This is an optimization exercise on Yosys and OpenROAD, whose aim is small area, a short achievable clock period and few clock cycles per item, not a production implementation. At most, simulation tests tie the RTL to the original design; equivalence was not proved. Power figures rest on the tool's default switching activity, not on a simulated workload. The flow treats the clock pin as an ideal source, which a real chip does not have.

## run 1
==> flow/design.v <==
module cobs_sample_framer #(
  parameter int SAMPLES_PER_FRAME = 63
) (
  input  logic        clk,
  input  logic        rst,
  input  logic [31:0] s_tdata,
  input  logic        s_tvalid,
  output logic        s_tready,
  output logic [7:0]  m_tdata,
  output logic        m_tvalid,
  input  logic        m_tready
);
  localparam int FB = 4 * SAMPLES_PER_FRAME;   
  localparam int NS = FB + 2;                  
  localparam int SD = FB;                      
  localparam int SC = FB + 1;                  
  localparam int SW = 8;                       
  localparam int TL = 8;                       
  localparam int TN = 1 << TL;                 
  localparam int K  = 2;                       
  logic [8*NS-1:0] ring;
  logic [SW-1:0]   s_q, s_d;        
  logic [7:0]      port;
  logic [7:0]      in_byte;
  logic [7:0]      wbyte;
  logic            wen;
  assign port    = ring[7:0];
  assign in_byte = s_tdata[{wb_q[1:0], 3'b000} +: 8];
  logic [SW-1:0]   wb_q, wb_d;      
  logic [SW-1:0]   rs_q, rs_d;      
  logic            wok_q, wok_d;    
  logic            ral_q, ral_d;    
  logic            rgo_q, rgo_d;    
  logic            wok_w, wok_n;    
  logic            srdy_w, srdy_n;
  logic            srdy_q, srdy_d;
  logic            selc_q, selc_d;  
  logic [7:0]      code_q, code_d;  
  logic [7:0]      fd_q [K];
  logic [7:0]      fd_d [K];
  logic [K-1:0]    fv_q, fv_d;      
  logic            take;            
  logic            pop;
  logic [7:0]      outb;
  assign s_tready = srdy_q;
  assign m_tdata  = fd_q[0];
  assign m_tvalid = fv_q[0];
  assign wen   = wok_q && s_tvalid;
  assign wbyte = (s_q == SW'(SD)) ? 8'h00 : (wen ? in_byte : port);
  assign outb  = selc_q ? code_q : port;
  assign take  = ral_q && rgo_q && !fv_q[K-1];
  assign pop   = fv_q[0] && m_tready;
  always_comb begin
    s_d = (s_q == SW'(NS - 1)) ? '0 : s_q + SW'(1);
    wb_d = wb_q;
    if (wen) wb_d = wb_q + SW'(1);
    if (take && rs_q == SW'(SC)) wb_d = '0;
    rs_d = rs_q;
    if (take) rs_d = s_d;
    ral_d = take || (s_d == rs_q);
    rgo_d = (rs_d != SW'(SC)) || (wb_d == SW'(FB));
    fv_d = fv_q;
    for (int i = 0; i < K; i++) fd_d[i] = fd_q[i];
    if (pop) begin
      for (int i = 0; i < K - 1; i++) fd_d[i] = fd_q[i + 1];
      fv_d = fv_q >> 1;
    end
    if (take) begin
      for (int i = K - 1; i >= 0; i--)
        if (!fv_d[i] && (i == 0 || fv_d[i - 1])) fd_d[i] = outb;
      fv_d = {fv_d[K-2:0], 1'b1};
    end
    wok_w  = (wb_q + SW'(1) != SW'(FB)) &&
             ((rs_d == SW'(SC)) || (wb_q + SW'(1) != rs_d) || !fv_d[K-1]);
    srdy_w = wok_w && (wb_q[1:0] == 2'd2);
    begin
      logic [SW-1:0] wbn;
      wbn = (take && rs_q == SW'(SC)) ? '0 : wb_q;
      wok_n  = (s_d == wbn) && (wbn != SW'(FB)) &&
               ((rs_d == SW'(SC)) || (wbn != rs_d) || !fv_d[K-1]);
      srdy_n = wok_n && (wbn[1:0] == 2'd3);
    end
    wok_d  = wen ? wok_w : wok_n;
    srdy_d = wen ? srdy_w : srdy_n;
  end
  logic [TN-1:0] leaf;
  always_comb begin
    leaf = '0;
    for (int j = 1; j < NS - 1; j++) leaf[j] = (ring[8*(j+1) +: 8] == 8'h00);
    leaf[NS - 1] = 1'b1;
    selc_d = (s_d == SW'(SC)) || ((ring[15:8] == 8'h00) && (s_d != SW'(SD)));
  end
  genvar l, n;
  generate
    for (l = 0; l <= TL; l++) begin : lv
      logic [(TN >> l)-1:0] v;
      logic [(l > 0 ? l : 1)-1:0] ix [TN >> l];
      if (l == 0) begin : g0
        assign v = leaf;
        for (n = 0; n < TN; n++) begin : gn
          assign ix[n] = 1'b0;
        end
      end else begin : gl
        for (n = 0; n < (TN >> l); n++) begin : gn
          assign v[n] = lv[l-1].v[2*n] | lv[l-1].v[2*n+1];
          if (l == 1) begin : g1
            assign ix[n] = !lv[l-1].v[2*n];
          end else begin : g2
            assign ix[n] = lv[l-1].v[2*n] ? {1'b0, lv[l-1].ix[2*n]} : {1'b1, lv[l-1].ix[2*n+1]};
          end
        end
      end
    end
  endgenerate
  assign code_d = 8'(lv[TL].ix[0]);
  always_ff @(posedge clk) begin
    ring <= {wbyte, ring[8*NS-1:8]};
    selc_q <= selc_d;
    code_q <= code_d;
    for (int i = 0; i < K; i++) fd_q[i] <= fd_d[i];
    if (rst) begin
      s_q    <= '0;
      wb_q   <= '0;
      rs_q   <= SW'(SC);
      wok_q  <= 1'b1;
      srdy_q <= 1'b0;
      ral_q  <= 1'b0;
      rgo_q  <= 1'b0;
      fv_q   <= '0;
    end else begin
      s_q    <= s_d;
      wb_q   <= wb_d;
      rs_q   <= rs_d;
      wok_q  <= wok_d;
      srdy_q <= srdy_d;
      ral_q  <= ral_d;
      rgo_q  <= rgo_d;
      fv_q   <= fv_d;
    end
  end
endmodule
make LEC_CHECK=0 CAP_MARGIN=20 CORE_MARGIN=2 CORE_UTILIZATION=60 CTS_BUF_LIST='sky130_fd_sc_hd__clkbuf_8 sky130_fd_sc_hd__clkbuf_16' CTS_CLUSTER_SIZE=40 SETUP_SLACK_MARGIN=5.0 SLEW_MARGIN=20 finish   # period 8.0 ns
run.sh (not shown) runs the stock make flow with config.mk's settings and CLKGATE_MAP_FILE= SYNTH_SCRIPT=/design/flow/synth_recipe.tcl, a recipe that flattens the netlist after the stock synthesis.
Run 1: no failed stages, no open violations at the end
What run 2 does differently from run 1 at the input level:
# run 1
export LEC_CHECK = 0
export CAP_MARGIN = 20
export CORE_MARGIN = 2
export CORE_UTILIZATION = 60
export CTS_BUF_LIST = sky130_fd_sc_hd__clkbuf_8 sky130_fd_sc_hd__clkbuf_16
export CTS_CLUSTER_SIZE = 40
export SETUP_SLACK_MARGIN = 5.0
export SLEW_MARGIN = 20
create_clock -name core_clock -period 8.0 [get_ports {clk}]
# run 2
export LEC_CHECK = 0
export CAP_MARGIN = 20
export CORE_MARGIN = 2
export CORE_UTILIZATION = 60
export CTS_BUF_LIST = sky130_fd_sc_hd__clkbuf_16
export CTS_CLUSTER_DIAMETER = 100
export CTS_CLUSTER_SIZE = 30
export SETUP_SLACK_MARGIN = 5.0
export SLEW_MARGIN = 20
create_clock -name core_clock -period 8.0 [get_ports {clk}]
[summary]
- NOTE power density of the placed cells run 1->run 2 decreased by more than 10%
- Comparing run 1 against run 2, there is no change at all in critical path depth.
- In run 2 relative to run 1, final total power had gone down by more than 10%.
- Global-route wire length before repair in run 2 is 6000 um lower than in run 1
- NOTE: clock share of power in run 2 falls short of that of run 1
Relative to run 2, the following input files were edited for run 3:
# run 2
export LEC_CHECK = 0
export CAP_MARGIN = 20
export CORE_MARGIN = 2
export CORE_UTILIZATION = 60
export CTS_BUF_LIST = sky130_fd_sc_hd__clkbuf_16
export CTS_CLUSTER_DIAMETER = 100
export CTS_CLUSTER_SIZE = 30
export SETUP_SLACK_MARGIN = 5.0
export SLEW_MARGIN = 20
create_clock -name core_clock -period 8.0 [get_ports {clk}]
# run 3
export LEC_CHECK = 0
export CAP_MARGIN = 20
export CORE_MARGIN = 2
export CORE_UTILIZATION = 60
export CTS_BUF_LIST = sky130_fd_sc_hd__clkbuf_8 sky130_fd_sc_hd__clkbuf_16
export CTS_CLUSTER_DIAMETER = 80
export CTS_CLUSTER_SIZE = 24
export SETUP_SLACK_MARGIN = 5.0
export SLEW_MARGIN = 20
create_clock -name core_clock -period 8.0 [get_ports {clk}]
The core of run 3 is more densely filled than that of run 2. Number of fillers in the final layout (higher): run 2. On clock period minus worst slack, run 2 and run 3 are neck and neck. ~same switching part of the total in run 2 and run 3. Going from run 2 to run 3, the path depth of the worst reg2reg path was found to have gone up by 1. The maximum frequency from static timing analysis on run 2 is in line with that on run 3. Number of clock buffers inserted by TritonCTS grows by more than 10% when moving from run 2 to run 3. When run 3 is measured against run 2, its first-pass GRT wire length turns out about 0.75% higher. Where routed wire length is concerned, run 2 is better than run 3.
No functional check of the RTL was part of any run of this note.

== red ==
Another version of the RTL of cobs_sample_framer (not shown whole).
Size in the first run: roughly 48000 um^2 of cells after synthesis.
Settings: LEC_CHECK=0, CAP_MARGIN=20, CORE_MARGIN=2, CORE_UTILIZATION=60, CTS_BUF_LIST=sky130_fd_sc_hd__clkbuf_16, CTS_CLUSTER_DIAMETER=100, CTS_CLUSTER_SIZE=30, SLEW_MARGIN=20; clock period 8.0 ns.
standard.sh (not shown) runs the stock make flow with config.mk's settings and CLKGATE_MAP_FILE= SYNTH_SCRIPT=/design/flow/synth_recipe.tcl, a recipe that flattens the netlist after the stock synthesis.
==> flow/flow/run.sh <==
#!/bin/bash
set -euo pipefail
bash standard.sh SETUP_SLACK_MARGIN=5.3 \
  "CTS_ARGS=-sink_clustering_enable -repair_clock_nets -sink_clustering_size 20 -sink_clustering_max_diameter 80 -buf_list sky130_fd_sc_hd__clkbuf_8 -dont_use_dummy_load" \
  finish > layout.log 2>&1
Testbench counts of red, summed over its fixed seeds: cycles 16,760, samples 4,032.
Modified inputs, blue compared to red
==> flow/flow/run.sh <==
#!/bin/bash
set -euo pipefail
bash standard.sh SETUP_SLACK_MARGIN=5.3 \
  "CTS_ARGS=-sink_clustering_enable -repair_clock_nets -sink_clustering_size 30 -sink_clustering_max_diameter 100 -buf_list sky130_fd_sc_hd__clkbuf_16 -dont_use_dummy_load" \
  finish > layout.log 2>&1
[summary]
Looking only at setup slack, and setting everything else aside, the lower value of blue and red goes to red. In the reports for blue and red, the larger top achievable clock speed belongs to blue. blue vs. red: clock share of power picked up an extra 2.6 points, wire length moved up. Changes observed in blue relative to red: post-CTS setup buffer count decreased 4.8%, design area +about 0.8%, number of filler instances in the final layout moved down. Power went up by a few percent going from red to blue. blue does better than red on worst-case clock skew.
> inputs changed (blue -> green)
==> flow/flow/run.sh <==
#!/bin/bash
set -euo pipefail
bash standard.sh SETUP_SLACK_MARGIN=5.45 \
  "CTS_ARGS=-sink_clustering_enable -repair_clock_nets -sink_clustering_size 30 -sink_clustering_max_diameter 100 -buf_list sky130_fd_sc_hd__clkbuf_16 -dont_use_dummy_load" \
  finish > layout.log 2>&1
Notes after the runs:
Comparing green and blue, the higher final critical-path share of the clock period was measured on green.
Non-clock buffer count: green vs blue up 7
For hold slack, blue and green come out practically identical.
Re remaining routing DRC violations: no difference whatsoever between green and blue.
green and blue ended up with nearly the same cell area.
Final critical-path required period: green worse than blue
The following lists how orange was set up differently from green:
==> flow/flow/run.sh <==
#!/bin/bash
set -euo pipefail
bash standard.sh SETUP_SLACK_MARGIN=5.3 \
  "CTS_ARGS=-sink_clustering_enable -repair_clock_nets -sink_clustering_size 30 -sink_clustering_max_diameter 100 -buf_list sky130_fd_sc_hd__clkbuf_16 -dont_use_dummy_load -branching_point_buffers_distance 400 -distance_between_buffers 400" \
  finish > layout.log 2>&1
[summary]
Delta (orange minus green): number of standard cells in the layout, taps in and fillers out comparable; end-of-flow core utilization comparable; global-route usage now smaller; worst-case setup slack after placement now smaller. green → orange: sequential share of layout area essentially unchanged, post-route clock skew dropped 0.014 ns. green → orange: final design area excluding fillers level, register-to-register slack up 0.02 ns, combinational share of power shrank by 0.2 points, hold slack shows no meaningful change. Relative to green, the timing-limited maximum frequency of orange is higher by 0.0065 GHz.
## Diff of input files: purple against orange
==> flow/flow/run.sh <==
#!/bin/bash
set -euo pipefail
bash standard.sh SETUP_SLACK_MARGIN=5.3 \
  "CTS_ARGS=-sink_clustering_enable -repair_clock_nets -sink_clustering_size 30 -sink_clustering_max_diameter 100 -buf_list sky130_fd_sc_hd__clkbuf_16 -dont_use_dummy_load -sink_clustering_levels 1" \
  finish > layout.log 2>&1
==> comparison <==
- purple against orange: cell count along the critical path was more or less identical; count of unresolved DRC violations after routing saw little to no change.
- purple went all the way through the flow, and no timing, DRC or antenna check failed.
- The setup slack of purple and that of orange are within noise of each other.

== pepper ==
cobs_sample_framer, a different RTL version from the one above (not shown whole).
Size: about 4000 cells after synthesis, roughly 46 I/O pins, ~0.053 sq mm of cells after synthesis.
==> flow/config.mk <==
export PLATFORM = sky130hd
export DESIGN_NAME = cobs_sample_framer
export DESIGN_NICKNAME = cobs_sample_framer
export VERILOG_FILES = /design/flow/design.v
export SDC_FILE = /design/flow/constraint.sdc
export NUM_CORES = 4
export LEC_CHECK = 0
export CAP_MARGIN = 20
export CORE_MARGIN = 2
export CORE_UTILIZATION = 60
export CTS_BUF_LIST = sky130_fd_sc_hd__clkbuf_16
export CTS_CLUSTER_DIAMETER = 100
export CTS_CLUSTER_SIZE = 30
export SLEW_MARGIN = 20
==> flow/constraint.sdc <==
create_clock -name core_clock -period 8.0 [get_ports {clk}]
set_input_delay 1.6000 -clock core_clock [delete_from_list [all_inputs] [get_ports {clk}]]
set_output_delay 1.6000 -clock core_clock [all_outputs]
set_load 0.01 [all_outputs]
==> flow/flow/run.sh <==
#!/bin/bash
set -euo pipefail
bash standard.sh SETUP_SLACK_MARGIN=5.6 finish > layout.log 2>&1
Per the final summary, pepper finished and its layout is clean on timing, DRC and antenna.
Testbench counts of pepper, summed over its fixed seeds: cycles 16,760, samples 4,032.
--- input diff pepper..harbor ---
- SETUP_SLACK_MARGIN newly set to 5.0
==> flow/run.sh (new file) <==
#!/bin/bash
# synth_recipe.tcl (not shown) runs the flow's synth.tcl, then flattens the netlist and writes it again
# the make line also repeats each setting of config.mk as NAME=value (left out here)
make -C /OpenROAD-flow-scripts/flow DESIGN_CONFIG=/design/flow/config.mk WORK_HOME=/design/flow/orfs CLKGATE_MAP_FILE= SYNTH_SCRIPT=/design/flow/synth_recipe.tcl finish
removed: flow/flow/run.sh
removed: flow/standard.sh
[summary]
- harbor | stages: all done | timing, DRC, antenna: all pass
- Placed wire-length estimate: harbor vs pepper up 3.6%
- harbor against pepper: area fraction of clock buffers and clock inverters barely changed; relative max-transition margin now sits higher; final instance area decreased by 3.7% relative to the old numbers; worst stage delay on the critical path fell by 0.02 ns; number of library cell types mapped by synthesis roughly the same.
- Taking pepper as 1.0, harbor lands at 0.820 on length of routed met3 wiring.
- Re design internal power: pepper and harbor aren't equal, and the lower value belongs to harbor.
Input-level comparison between cedar and harbor:
- CORE_UTILIZATION now 70, was 60
- SETUP_SLACK_MARGIN no longer set, was 5.0
==> flow/flow/run.sh (new file) <==
#!/bin/bash
set -euo pipefail
bash standard.sh SETUP_SLACK_MARGIN=5.3 finish > layout.log 2>&1
==> flow/standard.sh (new file) <==
#!/bin/bash
# synth_recipe.tcl (not shown) runs the flow's synth.tcl, then flattens the netlist and writes it again
# the make line also repeats each setting of config.mk as NAME=value (left out here)
make -C /OpenROAD-flow-scripts/flow DESIGN_CONFIG=/design/flow/config.mk WORK_HOME=/design/flow/orfs CLKGATE_MAP_FILE= SYNTH_SCRIPT=/design/flow/synth_recipe.tcl "${@:-finish}"
removed: flow/run.sh
==> comparison <==
- cedar: full flow OK, the timing, design-rule and antenna checks passed
- On leakage power total, harbor beats cedar.
- The lower buffer count excluding the clock tree in the final layout came out of harbor.
- Taking cedar over harbor, the die width ratio works out to 0.927.
- There was hardly any difference in storage element area between harbor and cedar.
- Routed length per instance in cedar is 6.4% above harbor.
- Time the final worst path needs with I/O delays and setup ends up higher on harbor.
- The standard cells in cedar occupy more silicon area than those in harbor do.
Modified inputs, onyx compared to cedar
- CORE_UTILIZATION now 60, was 70
==> flow/flow/run.sh <==
#!/bin/bash
set -euo pipefail
bash standard.sh SETUP_SLACK_MARGIN=5.3 \
  "CTS_ARGS=-sink_clustering_enable -repair_clock_nets -sink_clustering_size 30 -sink_clustering_max_diameter 100 -buf_list sky130_fd_sc_hd__clkbuf_16 -dont_use_dummy_load" \
  finish > layout.log 2>&1
## What came out
Summary of the comparison: clock distribution power is lower in onyx, relative to cedar.
Measured against each other, onyx and cedar differ in count of filler cells inserted in the layout, the higher figure coming from onyx.
Any difference in static leakage between onyx and cedar is small enough to ignore.
Compared with cedar, final standard cell count with taps included and fillers excluded in onyx increased by a few percent.
NOTE: cell count after placement in onyx exceeds that of cedar
Between onyx and cedar, the difference in sequential standard cell area is negligible.
## Diff of input files: quartz against onyx
==> flow/flow/run.sh <==
#!/bin/bash
set -euo pipefail
bash standard.sh SETUP_SLACK_MARGIN=5.3 finish > layout.log 2>&1
### Flow results
Status | onyx and quartz | clean
| post-CTS setup repair buffer count | quartz vs onyx | 5 lower |
For wire length, onyx and quartz come out practically identical.
Relative to onyx, quartz degrades worst-case headroom to the max-slew limit.
Proportion of cell area occupied by multi-input gates across onyx and quartz: no real change.
Taking onyx as the reference, in quartz synthesized cell count now sits at about the same level, final standard cell utilization of the core rose 0.24 points.
As far as number of stages on the worst setup path goes, onyx and quartz are indistinguishable; the numbers are identical.

## what the ideal ports hide
The results above use ideal ports. As a check the final layouts listed here were re-extracted and re-timed, cells and wires unchanged. Step 1 sets driving cells, clkbuf_16 on the clock port and buf_2 on the other inputs (assumed; they add their load-dependent delay and slew). Step 2 moves the port delays by t, midway between the first and last clock arrival at a register: inputs arrive t later, outputs are due t later. That takes back most of the time a late clock gives input paths. Slacks: ideal / step 1 / step 2; pairs: ideal / step 1.
| run | t, ns | setup slack, ns | hold slack, ns | latest minus earliest clock arrival (ns) |
|---|---|---|---|---|
| run 1 | 0.823 | 5.058 / 5.003 / 4.309 | 0.333 / 0.333 / 0.333 | 0.022 / 0.023 |
| run 2 | 0.710 | 5.046 / 5.006 / 4.424 | 0.316 / 0.316 / 0.316 | 0.041 / 0.041 |
| run 3 | 0.725 | 5.045 / 5.019 / 4.426 | 0.330 / 0.330 / 0.330 | 0.030 / 0.030 |
| red | 0.770 | 5.200 / 5.142 / 4.589 | 0.272 / 0.272 / 0.272 | 0.120 / 0.120 |
| blue | 0.690 | 5.289 / 5.224 / 4.708 | 0.291 / 0.291 / 0.291 | 0.056 / 0.055 |
| green | 0.687 | 5.240 / 5.177 / 4.781 | 0.293 / 0.293 / 0.293 | 0.082 / 0.082 |
| orange | 0.690 | 5.289 / 5.224 / 4.708 | 0.291 / 0.291 / 0.291 | 0.056 / 0.055 |
| purple | 0.690 | 5.289 / 5.224 / 4.708 | 0.291 / 0.291 / 0.291 | 0.056 / 0.055 |
| pepper | 0.740 | 5.219 / 5.158 / 4.904 | 0.330 / 0.330 / 0.330 | 0.033 / 0.033 |
| harbor | 0.724 | 5.062 / 4.997 / 4.506 | 0.330 / 0.330 / 0.330 | 0.037 / 0.036 |
| cedar | 0.727 | 5.246 / 5.179 / 4.687 | 0.336 / 0.336 / 0.336 | 0.038 / 0.038 |
| onyx | 0.701 | 5.271 / 5.209 / 4.631 | 0.317 / 0.317 / 0.317 | 0.076 / 0.076 |
| quartz | 0.728 | 5.242 / 5.180 / 4.666 | 0.327 / 0.327 / 0.327 | 0.034 / 0.033 |
After both steps every run listed still meets setup and hold. For run 1, which loses most, drivers alone change the setup slack by -0.055 ns; drivers and shift together by -0.749 ns.
